Background: an optimization exercise with open tools, aiming at small area and a short achievable clock period. Do not read the settings as production practice. Only simulation tests tie the RTL to the original design; equivalence was not proved. Power is estimated from default activity; no workload was simulated.

[flow/config.mk]
export PLATFORM = sky130hd
export DESIGN_NAME = dma_fifo
export DESIGN_NICKNAME = dma_fifo
export VERILOG_FILES = /design/flow/design.v
export SDC_FILE = /design/flow/constraint.sdc
export NUM_CORES = 4
export LEC_CHECK = 0
export CAP_MARGIN = 20
export CORE_MARGIN = 2
export CORE_UTILIZATION = 50
export CTS_CLUSTER_DIAMETER = 100
export CTS_CLUSTER_SIZE = 25
export SETUP_SLACK_MARGIN = 2.0
export SLEW_MARGIN = 20
export SYNTH_HIERARCHICAL = 1
export SYNTH_MINIMUM_KEEP_SIZE = 0
[flow/constraint.sdc]
create_clock -name core_clock -period 4.0 [get_ports {clk}]
set_input_delay 0.8000 -clock core_clock [delete_from_list [all_inputs] [get_ports {clk}]]
set_output_delay 0.8000 -clock core_clock [all_outputs]
set_load 0.01 [all_outputs]
[flow/design.v]
module dma_fifo_hold (
  input  logic en,
  input  logic en_n,
  input  logic d,
  input  logic q,
  output logic y
);
  assign y = (en & d) | (en_n & q);
endmodule
module dma_fifo_aoi222 (
  input  logic a1, a2, b1, b2, c1, c2,
  output logic y
);
  assign y = ~((a1 & a2) | (b1 & b2) | (c1 & c2));
endmodule
module dma_fifo_nand2 (
  input  logic a, b,
  output logic y
);
  assign y = ~(a & b);
endmodule
module dma_fifo_nor2 (
  input  logic a, b,
  output logic y
);
  assign y = ~(a | b);
endmodule
module dma_fifo_nand3 (
  input  logic a, b, c,
  output logic y
);
  assign y = ~(a & b & c);
endmodule
module dma_fifo_nor3 (
  input  logic a, b, c,
  output logic y
);
  assign y = ~(a | b | c);
endmodule
module dma_fifo #(
  parameter int DATA_WIDTH = 32,
  parameter int DEPTH      = 64
) (
  input  logic                    clk,
  input  logic                    rst,
  input  logic                    flush,
  input  logic                    fifo_wen,
  input  logic [DATA_WIDTH-1:0]   fifo_wdata,
  input  logic                    fifo_rden,
  output logic [DATA_WIDTH-1:0]   fifo_rdata,
  output logic                    fifo_is_empty,
  output logic                    fifo_is_full,
  output logic [$clog2(DEPTH):0]  fifo_count,
  output logic                    ovf,
  output logic                    udf
);
  localparam int NGRP = 21;
  logic [DEPTH-1:0][DATA_WIDTH-1:0] mem_q, mem_d;
  logic [3:0]            wp0_q, wp1_q, wp2_q;
  logic [DEPTH-1:0]      rsel_q;
  logic [6:0]            count_q;
  logic                  empty_q, full_q, ovf_q, udf_q;
  logic [1:0][DATA_WIDTH-1:0] rdh_q;
  logic                  wr_acc, rd_acc, clr, wr_mem;
  logic [DEPTH-1:0]      wen, wen_n, rsel;
  logic [NGRP:0][DATA_WIDTH-1:0] grp_n;    
  logic [10:0][DATA_WIDTH-1:0]   l2;
  logic [4:0][DATA_WIDTH-1:0]    l3_n;
  logic [1:0][DATA_WIDTH-1:0]    l4;
  assign clr    = rst | flush;
  assign wr_acc = fifo_wen  & ~full_q  & ~flush;
  assign rd_acc = fifo_rden & ~empty_q & ~flush;
  assign wr_mem = fifo_wen & ~full_q;
  assign rsel = rsel_q;
  for (genvar i = 0; i < DEPTH; i++) begin : g_sel
    assign wen[i]   = wr_mem & wp0_q[i % 4] & wp1_q[(i / 4) % 4] & wp2_q[i / 16];
    assign wen_n[i] = ~wen[i];
  end
  for (genvar i = 0; i < DEPTH; i++) begin : g_row
    for (genvar j = 0; j < DATA_WIDTH; j++) begin : g_bit
      dma_fifo_hold u_hold (
        .en(wen[i]), .en_n(wen_n[i]), .d(fifo_wdata[j]), .q(mem_q[i][j]), .y(mem_d[i][j])
      );
    end
  end
  always_ff @(posedge clk) mem_q <= mem_d;
  for (genvar j = 0; j < DATA_WIDTH; j++) begin : g_rd
    for (genvar k = 0; k < NGRP; k++) begin : g_grp
      dma_fifo_aoi222 u_aoi (
        .a1(mem_q[3*k][j]),   .a2(rsel[3*k]),
        .b1(mem_q[3*k+1][j]), .b2(rsel[3*k+1]),
        .c1(mem_q[3*k+2][j]), .c2(rsel[3*k+2]),
        .y(grp_n[k][j])
      );
    end
    assign grp_n[NGRP][j] = ~(mem_q[DEPTH-1][j] & rsel[DEPTH-1]);
    for (genvar k = 0; k < 11; k++) begin : g_l2
      dma_fifo_nand2 u_l2 (.a(grp_n[2*k][j]), .b(grp_n[2*k+1][j]), .y(l2[k][j]));
    end
    for (genvar k = 0; k < 4; k++) begin : g_l3
      dma_fifo_nor2 u_l3 (.a(l2[2*k][j]), .b(l2[2*k+1][j]), .y(l3_n[k][j]));
    end
    dma_fifo_nor3 u_l3_last (.a(l2[8][j]), .b(l2[9][j]), .c(l2[10][j]), .y(l3_n[4][j]));
    dma_fifo_nand3 u_l4_0 (.a(l3_n[0][j]), .b(l3_n[1][j]), .c(l3_n[2][j]), .y(l4[0][j]));
    dma_fifo_nand2 u_l4_1 (.a(l3_n[3][j]), .b(l3_n[4][j]), .y(l4[1][j]));
  end
  always_ff @(posedge clk) begin
    if (clr) begin
      wp0_q   <= 4'b0001;
      wp1_q   <= 4'b0001;
      wp2_q   <= 4'b0001;
      rsel_q  <= {{(DEPTH-1){1'b0}}, 1'b1};
      count_q <= '0;
      empty_q <= 1'b1;
      full_q  <= 1'b0;
      ovf_q   <= 1'b0;
      udf_q   <= 1'b0;
    end else begin
      if (wr_acc) begin
        wp0_q <= {wp0_q[2:0], wp0_q[3]};
        if (wp0_q[3]) begin
          wp1_q <= {wp1_q[2:0], wp1_q[3]};
          if (wp1_q[3]) wp2_q <= {wp2_q[2:0], wp2_q[3]};
        end
      end
      if (rd_acc) rsel_q <= {rsel_q[DEPTH-2:0], rsel_q[DEPTH-1]};
      if (wr_acc & ~rd_acc) count_q <= count_q + 1'b1;
      else if (rd_acc & ~wr_acc) count_q <= count_q - 1'b1;
      empty_q <= ~wr_acc & (empty_q | (rd_acc & (count_q == 7'd1)));
      full_q  <= ~rd_acc & (full_q  | (wr_acc & (count_q == 7'd63)));
      ovf_q   <= ovf_q | (fifo_wen  & full_q);
      udf_q   <= udf_q | (fifo_rden & empty_q);
    end
  end
  always_ff @(posedge clk) begin
    if (rst)         rdh_q <= '1;
    else if (rd_acc) rdh_q <= ~l4;
  end
  assign fifo_rdata    = ~(rdh_q[0] & rdh_q[1]);
  assign fifo_is_empty = empty_q;
  assign fifo_is_full  = full_q;
  assign fifo_count    = count_q;
  assign ovf           = ovf_q;
  assign udf           = udf_q;
endmodule
[flow/run.sh]
#!/bin/bash
# synth_recipe.tcl (not shown) runs the flow's synth.tcl, then flattens the netlist and writes it again
# the make line also repeats each setting of config.mk as NAME=value (left out here)
make -C /OpenROAD-flow-scripts/flow DESIGN_CONFIG=/design/flow/config.mk WORK_HOME=/design/flow/orfs CLKGATE_MAP_FILE= SYNTH_SCRIPT=/design/flow/synth_recipe.tcl finish
==> run summary, run 1 <==
Worst setup path
The endpoint of the worst register-to-register path is rdh_q[2]$_SDFFE_PP1P_. The number of cells on the worst reg-to-reg path is 7. STA classifies the critical path endpoint as a register.

The slack of the worst reg-to-reg path is 1710 ps. The timing startpoint of the critical path is rsel_q[29]$_SDFFE_PP0P_. The end point of the critical path is rdh_q[2]$_SDFFE_PP1P_. The data required time of the critical path is 4700 ps. The classification of the worst setup path is reg2reg. The origin of the critical flop-to-flop path is rsel_q[29]$_SDFFE_PP0P_. The data arrival time of the worst path is 2990 ps. The worst-path maximum fanout is 6. The category of the worst setup path launch point is a register.

Timing
The number of hold violations in the final report is 0. The final critical-path required period is 2290 ps. The worst slew margin relative to its limit is 21.8%. The number of max-slew violations in the final report came to 0. Timing would allow up to 0.437 GHz.

Setup violations remaining at the end of the flow were counted as 0. The worst-case clock skew is 22.1 ps. The worst-margin pin slew is around 1200 ps. The total negative slack for setup checks is 0 ps. Setup repair after global routing could not meet its margin everywhere. The post-route fraction of the period consumed by the critical path is 57.1%.

Route
The post-detailed-route DRC marker count is 0. The via density per instance is about 7.2. The post-detailed-routing wire length is ~290000 microns.

The first routing iteration left between 10k and 15k violations. Summing over every cut layer, the via total after detailed routing is 62.6k. After detailed routing, the average wire length per cell comes to 33.7 microns. In this run the remaining antenna-violating nets after routing total 0. The first-pass iteration count of the detailed router is 12.

Yosys
The synthesized area per cell is 12.0 sq um. The fraction of the yosys area taken by sequential cells is a little under 60%. The dominant cell type by area after synthesis is sky130_fd_sc_hd__dfxtp_1.

Synthesis inferred 2199 register bits. The synthesized design devotes to its leading area cell type 59.3% of total area. The number of enable-type register cells in the synthesized netlist is 0. The total nets after synthesis is around 6.2k. The netlist uses 38 different library cells. In the post-synthesis netlist, the biggest area contributors are sky130_fd_sc_hd__dfxtp_1 59%, sky130_fd_sc_hd__a22o_1 24%, sky130_fd_sc_hd__a222oi_1 9.1%. In this run the cell area of the synthesized design comes to 0.0743 sq mm. The most frequently used flop master after synthesis is sky130_fd_sc_hd__dfxtp_1. After technology mapping, the gate count stands at 6174.

Yosys printed 7 warnings. Counting flops with an async set or reset pin after synthesis yields a share of 0%.

Clock tree
The count of hold buffers inserted by post-cts repair is 0. Counting along the longest clock path gives a buffer depth of 3. The master cell of the clock root buffer is sky130_fd_sc_hd__clkbuf_16. Clock-pin slew was measured on the worst setup and hold paths at 100 ps. The CTS sink count is roughly 2.2k. In this run the number of H-tree levels came out at 3.

TritonCTS created 97 clock buffers. The clock insertion delay at the later pin of the skew report is 750 ps. TritonCTS built the clock tree.

Status
The run finished with no timing, DRC or antenna violations.

Placement
Summing all placed instances gives a cell area of 0.0797 sq mm. The quantity of I/O buffers inserted on ports is 79. The post-detailed-placement half-perimeter wirelength is 158000 microns. At the end of routability-driven placement, the weighted congestion stood at ~0.87. The placed instance count is 8281.

Finish
Once layout is done, the placed cells without fillers occupy 0.0875 sq mm. The area added between synthesis and finish is 17.8%. The final layout net count is 6769. In the final layout, the share of cells above drive strength 1 is between 10% and 20%. For this run, the number of standard cells in the final layout without fillers is 8664.

Min path
The type of the tightest min-delay check is reg2reg.

Floorplan
Pin placement for this block handled 80 I/O pins. The region available for standard cell placement spans 0.148 sq mm. Measured along the y axis, the die boundary spans between 300 and 400 microns. The initial utilization of the core area, before any placement, comes to 50.3%. Row generation in the floorplan step produced 141 rows. The horizontal extent of the die is 389 microns. The floorplan step defined a die boundary enclosing between 0.15 and 0.2 sq mm.

Pwr
Of the total power, the clock network draws 32.9%. The power density over the cells is ~400 mW/mm^2. The analysis attributes to cell leakage a power of 34.0 nW. The share of total power dissipated in sequential elements is 63.4%. The total power of the final layout is 34.9 mW.

Cell internal power was estimated by the tool at 26.9 mW. For this design the total switching power over the nets is 8.04 mW. The maximum vdd ir drop is approximately 0.00036 V. The fraction of power spent switching nets is 23.0%. The combinational fraction of design power is 3.7%.

GRT
The global-route wire length before repair is 413000 microns. The number of global-route vias before repair is approximately 57k. Global routing used 36.2% of the available tracks. The aggregate global routing overflow is 0.

Entering global routing, the biggest net connects between 70 and 80 pins. The number of antenna violations at the first check in global routing is 5.

Flow run
Across the run, the number of max-cap violations was 0.
modules after synthesis (local to each module, per instance):
module / times used / area [sq um] / cells inside / flip-flops and latches
dma_fifo: 1 / 47200 / 2878 / 2199
dma_fifo_nand2: 384 / 3.75 / 1 / 0
dma_fifo_nor2: 128 / 3.75 / 1 / 0
dma_fifo_aoi222: 672 / 10.0 / 1 / 0
dma_fifo_nand3: 32 / 5.00 / 1 / 0
dma_fifo_nor3: 32 / 10.0 / 1 / 0
dma_fifo_hold: 2048 / 8.76 / 1 / 0
cells in the mapped netlist (all sizes together), types with 3 or more instances:
cell	number
clkbuf	48
nand2b	4
ha	4
nor2	209
and3	13
nand2	651
and2	4
buf	13
a21oi	77
inv	69
a22o	2048
dfxtp	2199
a211o	64
mux2i	3
nand3	35
a222oi	672
xnor2	4
nor3	37
layout make-up:
| cell class | count | area [sq um] |
|---|---|---|
| Timing Repair Buffer | 466 | 5180 |
| Clock buffer | 102 | 2530 |
| Tap cell | 1930 | 2410 |
| Clock inverter | 2 | 17.5 |
| Timing Repair inverter | 38 | 285 |
| Multi-Input combinational cell | 3857 | 32200 |
| Antenna cell | 1 | 2.50 |
| Sequential cell | 2199 | 44300 |
| Fill cell | 12149 | 60200 |
| Inverter | 69 | 495 |
logic make-up after synthesis:
logic type	share of synthesized area, %
AND/OR/NAND/NOR	5.35
flip-flops	59.3
adder cells (fa/ha/maj)	0.0674
multiplexers	0.0404
AO/OA/AOI/OAI	34.5
buffers and inverters	0.670
XOR/XNOR	0.0707
critical path, stage by stage, from the launching register on:
cell,delay (ps)
sky130_fd_sc_hd__dfxtp_4,390
sky130_fd_sc_hd__buf_2,170
sky130_fd_sc_hd__a222oi_1,750
sky130_fd_sc_hd__nand2_1,330
sky130_fd_sc_hd__nor2_4,290
sky130_fd_sc_hd__nand3_1,100
sky130_fd_sc_hd__nor2_1,110
sky130_fd_sc_hd__a211o_1,110
power groups by stage:
stage / clock network, mW / logic [mW] / registers [mW]
floorplan: 0 / 0.359 / 22.7
global placement: 0 / 1.15 / 22.7
detailed placement: 0 / 1.16 / 22.7
CTS: 11.6 / 1.23 / 22.2
global route: 12.4 / 1.31 / 22.2
finish: 11.5 / 1.29 / 22.2
stage by stage:
stage / hold slack (ps) / util [%] / setup WS, ps
after floorplan: 435 / - / 1430
after global placement: 443 / 53.9 / 657
after detailed placement: 449 / 53.9 / 641
after CTS: 471 / 58.0 / 1760
after global routing: 489 / 59.3 / 1740
final: 477 / 59.3 / 1710
registers in the layout, summed over array words and instances (netlist names):
register  flops
ovf_q         1
empty_q       1
rsel_q       64
wp1_q         4
full_q        1
udf_q         1
wp0_q         4
wp2_q         4
mem_q      2048
rdh_q        64
count_q       7
metal layers:
metal / track usage, % / vias up / part of all wire [%]
met1: 52.9 / 31454 / 42
met2: 54.2 / 3868 / 43
li1: - / 26858 / -
met4: 11.1 / 8 / 3.1
met3: 6.78 / 438 / 11
met5: 0 / - / 0.017
worst min-delay path by stage:
stage	start	endpoint	slack, ps	depth (start not counted)
after floorplan	rdh_q[0]$_SDFFE_PP1P_	rdh_q[0]$_SDFFE_PP1P_	440	1
after global placement	rdh_q[62]$_SDFFE_PP1P_	rdh_q[62]$_SDFFE_PP1P_	440	1
after detailed placement	rdh_q[18]$_SDFFE_PP1P_	rdh_q[18]$_SDFFE_PP1P_	450	1
after CTS	fifo_wen	ovf_q$_SDFF_PP0_	470	3
after global routing	mem_q[952]$_DFF_P_	mem_q[952]$_DFF_P_	490	1
final	mem_q[589]$_DFF_P_	mem_q[589]$_DFF_P_	480	1
timing repair:
| action | 4_1_cts | 5_1_grt |
|---|---|---|
| setup buffers | 109 | 109 |
| pin swaps | 222 | 203 |
| gates cloned | 46 | 14 |
| setup endpoints to repair | 2184 | 1090 |
| resized for setup | 754 | 133 |
cell usage in the layout, fill, tap and decap left out, types with 6 or more instances in the layout:
cell type and instances:
sky130_fd_sc_hd__dfxtp_1 2068, sky130_fd_sc_hd__a22o_1 2048, sky130_fd_sc_hd__a222oi_1 672, sky130_fd_sc_hd__nand2_1 508, sky130_fd_sc_hd__buf_4 258, sky130_fd_sc_hd__nor2_1 115, sky130_fd_sc_hd__clkbuf_16 106, sky130_fd_sc_hd__clkinvlp_4 101
sky130_fd_sc_hd__buf_6 91, sky130_fd_sc_hd__buf_12 86, sky130_fd_sc_hd__a21oi_1 75, sky130_fd_sc_hd__dfxtp_2 70, sky130_fd_sc_hd__a211o_1 64, sky130_fd_sc_hd__dfxtp_4 61, sky130_fd_sc_hd__nand2_4 53, sky130_fd_sc_hd__nand2_8 51
sky130_fd_sc_hd__nand2_2 51, sky130_fd_sc_hd__nor2_4 51, sky130_fd_sc_hd__nor2_2 43, sky130_fd_sc_hd__nor3_4 31, sky130_fd_sc_hd__nand3_2 15, sky130_fd_sc_hd__buf_8 15, sky130_fd_sc_hd__nand3_4 14, sky130_fd_sc_hd__and3_4 12
sky130_fd_sc_hd__inv_1 6, sky130_fd_sc_hd__nand3_1 6
==> run 2: changes to the inputs <==
--- a/flow/config.mk
+++ b/flow/config.mk
@@ -10,7 +10,7 @@
 export CORE_UTILIZATION = 50
 export CTS_CLUSTER_DIAMETER = 100
 export CTS_CLUSTER_SIZE = 25
-export SETUP_SLACK_MARGIN = 2.0
+export SETUP_SLACK_MARGIN = 1.75
 export SLEW_MARGIN = 20
 export SYNTH_HIERARCHICAL = 1
 export SYNTH_MINIMUM_KEEP_SIZE = 0
==> run 2 against run 1 <==
  * Count of clock-buffer cells in the layout is 2 higher
  * Register-to-register slack worse by 70 ps
  * Critical path type unchanged
  * Critical endpoint is now rdh_q[36]$_SDFFE_PP1P_
  * Largest power group unchanged
  * Wire length is 3.7% lower
  * Global-route usage is 1.3 points lower
  * Synthesized area stayed put
  * Flip-flop and latch count stayed put
==> run summary, run 2 <==
Status
The flow ran to the end and the layout has no timing, DRC or antenna violations.

Timing
The worst pin sits at a relative slew slack of 21.7%. The worst-margin pin slew is 1170 ps. The number of max-slew violations in the final report came to 0.

The peak clock frequency supported by timing is approximately 0.42 GHz. The final critical-path required period is 2350 ps. Setup violations remaining at the end of the flow were counted as 0. The number of hold violations in the final report came to 0. The clock arrives with 23.9 ps of skew. Setup repair after global routing could not meet its margin everywhere. The post-route fraction of the period consumed by the critical path is between 50% and 60%.

The total negative slack for setup checks is 0 ps.

GRT
The number of global-route vias before repair is 56.6k. Summed over all layers, the global routing overflow is 0. Global routing consumed, over all layers together, roughly a third of the routing resources. The number of antenna violations at the first check in global routing is 8. The maximum number of pins on one net before global-route repair is 129.

The global-route wire length before repair is 401000 microns.

Floorplan
The starting density of the core is approximately 50%. The height of the die is approximately 390 microns. Pin placement for this block handled 80 I/O pins. The floorplan has between 100 and 150 rows. The floorplan step defined a die boundary enclosing 0.152 sq mm. The horizontal extent of the die is 389 microns.

The region available for standard cell placement spans 0.148 sq mm.

Yosys
The number of instances in the synthesized netlist is between 6k and 7k. The area fraction in and, or, nand and nor cells after synthesis is 5.35%. The cell area after synthesis is 0.0743 sq mm.

Measured against the total synthesized area, the mux share comes to less than 1%. The synthesized-area fraction occupied by ao, oa, aoi and oai cells is 34.5%. The number of nets in the synthesized netlist is 6215.

Sequential cells were found to cover 59.3% of the synthesized design area. The xor and xnor area share after synthesis is 0.0707%. In this run the mean area of a mapped cell was 12.0 sq um. After Yosys synthesis, full adders, half adders and majority gates account for 0.0674% of the synthesized area. The most used flip-flop cell after synthesis is sky130_fd_sc_hd__dfxtp_1. Counting instances in the post-synthesis netlist gives the leading cell types as 2199 x sky130_fd_sc_hd__dfxtp_1, 2048 x sky130_fd_sc_hd__a22o_1, 672 x sky130_fd_sc_hd__a222oi_1.

The number of enable-type register cells in the synthesized netlist is 0. The number of distinct library cells after synthesis is 38. The area fraction of the dominant cell type after synthesis is roughly 59%. After synthesis, the share of flip-flops with an asynchronous set or reset is 0%.

By area, the combinational part of the netlist is dominated by compound AO/OA/AOI/OAI gates. The largest total area in the synthesized netlist belongs to sky130_fd_sc_hd__dfxtp_1. The yosys synthesis warning count is 7. Synthesis inferred 2199 register bits. Yosys attributes the largest share of cell area to sky130_fd_sc_hd__dfxtp_1 59%, sky130_fd_sc_hd__a22o_1 24%, sky130_fd_sc_hd__a222oi_1 9.1%. The dominant cell by count in the synthesized netlist is sky130_fd_sc_hd__dfxtp_1.

Finish
Ranked by flip-flop count, first place goes to mem_q. The area added between synthesis and finish is 13.8%. The library cell used most frequently in the layout, excluding fill and tap cells, is sky130_fd_sc_hd__dfxtp_1. The largest registers in the layout are mem_q (2048), rdh_q (64), rsel_q (64). The post-route netlist has approximately an eighth of its cells at a drive strength greater than 1. The number of flip-flops in the largest register is slightly above 2k. In the layout the commonest cells are 2074 x sky130_fd_sc_hd__dfxtp_1, 2048 x sky130_fd_sc_hd__a22o_1, 672 x sky130_fd_sc_hd__a222oi_1, 552 x sky130_fd_sc_hd__nand2_1, 186 x sky130_fd_sc_hd__buf_4. The utilization of the core after routing is 57.2%. The final layout net count is roughly 6.6k.

Route
After the first detailed-routing iteration, the DRC count stood at 10.9k. The first-pass iteration count of the detailed router is 13. The wire length per cell is 33.0 microns. The total vias in the final route is 61.7k. The count of nets left with antenna violations once routing finished came out at 0.

The via density per instance is approximately 7.2. The post-detailed-routing wire length is 281000 microns. In the routed design, unresolved DRC markers number 0.

Clock tree
The master cell of the clock root buffer is sky130_fd_sc_hd__clkbuf_16. The CTS sink count is 2199. In this run the deepest clock path goes through 3 buffers. After clock tree synthesis, the clock-pin slew on the worst setup and hold paths is roughly 100 ps. TritonCTS built the clock tree. The total CTS buffers is 97. In this run, post-CTS hold repair placed 0 buffers.

The clock reaches the later pin of the worst-skew pair after 760 ps. The H-tree was split into 3 levels.

Worst setup path
The worst-path maximum fanout is 21. The critical path in this run is classified as reg2reg. The kind of end point of the critical path is a register. The data arrival time of the worst path is between 3000 and 4000 ps. The data required time of the critical path is roughly 4700 ps. The category of the worst setup path launch point is a register.

Placement
Routability-driven placement finished with a final weighted congestion of ~0.87. The quantity of I/O buffers inserted on ports is 79. The post-detailed-placement half-perimeter wirelength is 158000 microns.

Pwr
The maximum vdd ir drop is 0.000337 V. Power spread over the standard cell area amounts to 413 mW/mm^2. In this run the static leakage power is 32.9 nW.

Min path
The tightest min-delay check is of the in2reg type.

Flow run
The number of max-cap violations is 0.
[run 2: cell types whose count changed in the layout (fill, tap and decap cells not counted), sizes merged]
| cell | before | now |
|---|---|---|
| nand2 | 663 | 657 |
| clkdlybuf4s15 | 1 | 7 |
| clkbuf | 109 | 113 |
| dlymetal6s2s | 0 | 2 |
| clkinvlp | 101 | 91 |
| bufbuf | 1 | 0 |
| clkdlybuf4s50 | 0 | 1 |
| buf | 456 | 315 |
| inv | 8 | 7 |
[run 2: cell families (layout without fill, tap and decap cells)]
logic type | Yosys count | count (layout)
xor gates and xnor gates | 6 | 6
buffers and inverters | 130 | 537
AOI/OAI and AO/OA | 2867 | 2867
adders and majority gates | 4 | 4
and+or+nand+nor | 965 | 971
muxes | 3 | 3
DFF | 2199 | 2199
other | 0 | 1
[run 2: layer usage]
layer	vias to the layer above	part of all wire [%]	GRT usage (%)
met5	-	0.022	0
met4	10	2.7	9.40
met3	335	11	8.69
met2	3589	42	49.6
met1	31197	44	52.2
li1	26568	-	-
[run 2: final timing paths]
| check | start | to | slack, ps | cells past startpoint |
|---|---|---|---|---|
| worst max-delay path | rsel_q[48]$_SDFFE_PP0P_ | rdh_q[36]$_SDFFE_PP1P_ | 1650 | 7 |
| worst min-delay path | fifo_rden | udf_q$_SDFF_PP0_ | 460 | 3 |
| worst max register to register | rsel_q[48]$_SDFFE_PP0P_ | rdh_q[36]$_SDFFE_PP1P_ | 1650 | 7 |
| worst min register to register | rdh_q[6]$_SDFFE_PP1P_ | rdh_q[6]$_SDFFE_PP1P_ | 460 | 1 |
[run 2: through the flow]
stage	instances	setup WS [ps]	hold slack, ps	power, mW	cell area, sq um
3_5_place_dp	8282	522	449	23.9	79700
4_1_cts	8429	1700	464	35.0	83000
3_3_place_gp	8282	468	443	23.8	79700
2_1_floorplan	6174	1430	435	23.0	75400
6_report	8518	1650	456	34.9	84500
5_1_grt	8517	1660	473	35.8	84500
[run 2: layout make-up]
cell class	count	area, sq um
antenna	1	2.50
multi-input combinational	3851	31200
fill	12280	63100
tap	1930	2410
clock buffer	104	2580
clock inverter	1	8.76
inverter	69	495
sequential	2199	44300
timing repair buffer	335	3390
timing repair inverter	28	210
[run 2: power breakdown]
part	internal [mW]	total, mW	switching (mW)	leakage, nW
clock	4.60	11.5	6.92	1.27
combinational	0.298	1.22	0.924	13.9
sequential	22.1	22.2	0.118	17.8
[run 2: what timing repair did]
action | CTS | global route
endpoints found under the setup margin | 1780 | 1401
pin swaps | 24 | 33
cloned | 27 | 8
gates resized for setup | 370 | 119
buffers inserted | 15 | 80
[run 2: modules after synthesis, one instance, submodules excluded]
| module | cells | copies in the design | flip-flops and latches |
|---|---|---|---|
| dma_fifo_nor3 | 1 | 32 | 0 |
| dma_fifo_nand3 | 1 | 32 | 0 |
| dma_fifo | 2878 | 1 | 2199 |
| dma_fifo_nor2 | 1 | 128 | 0 |
| dma_fifo_aoi222 | 1 | 672 | 0 |
| dma_fifo_hold | 1 | 2048 | 0 |
| dma_fifo_nand2 | 1 | 384 | 0 |
[run 2: critical path: stages, from the launching register on]
cell and delay (ps):
sky130_fd_sc_hd__dfxtp_4 370, sky130_fd_sc_hd__buf_6 180, sky130_fd_sc_hd__a222oi_1 490, sky130_fd_sc_hd__nand2_1 280, sky130_fd_sc_hd__nor3_4 500, sky130_fd_sc_hd__nand2_2 200, sky130_fd_sc_hd__nor2_1 140, sky130_fd_sc_hd__a211o_1 110

static timing again, ports no longer ideal:
In the flow no input, the clock included, has a driving cell. The finished layouts below were timed again as built, in two steps. Step 1 sets driving cells, clkbuf_16 on the clock port and buf_2 on the other inputs (assumed; they add their load-dependent delay and slew). Step 2 moves the port delays by t, midway between the first and last clock arrival at a register: inputs arrive t later, outputs are due t later. That takes back most of the time a late clock gives input paths. Three values: ideal ports, drivers, drivers and shift; two values: the first two.
| run | shift t [ns] | slack for setup (ns) | clock arrival spread, ns |
|---|---|---|---|
| run 1 | 0.837 | 1.714 / 1.714 / 1.173 | 0.024 / 0.024 |
| run 2 | 0.825 | 1.646 / 1.579 / 0.754 | 0.030 / 0.030 |
After both steps setup and hold are still met in every run listed. The setup slack of run 2, which loses most, moves by -0.067 ns with the drivers and by -0.892 ns with both steps.
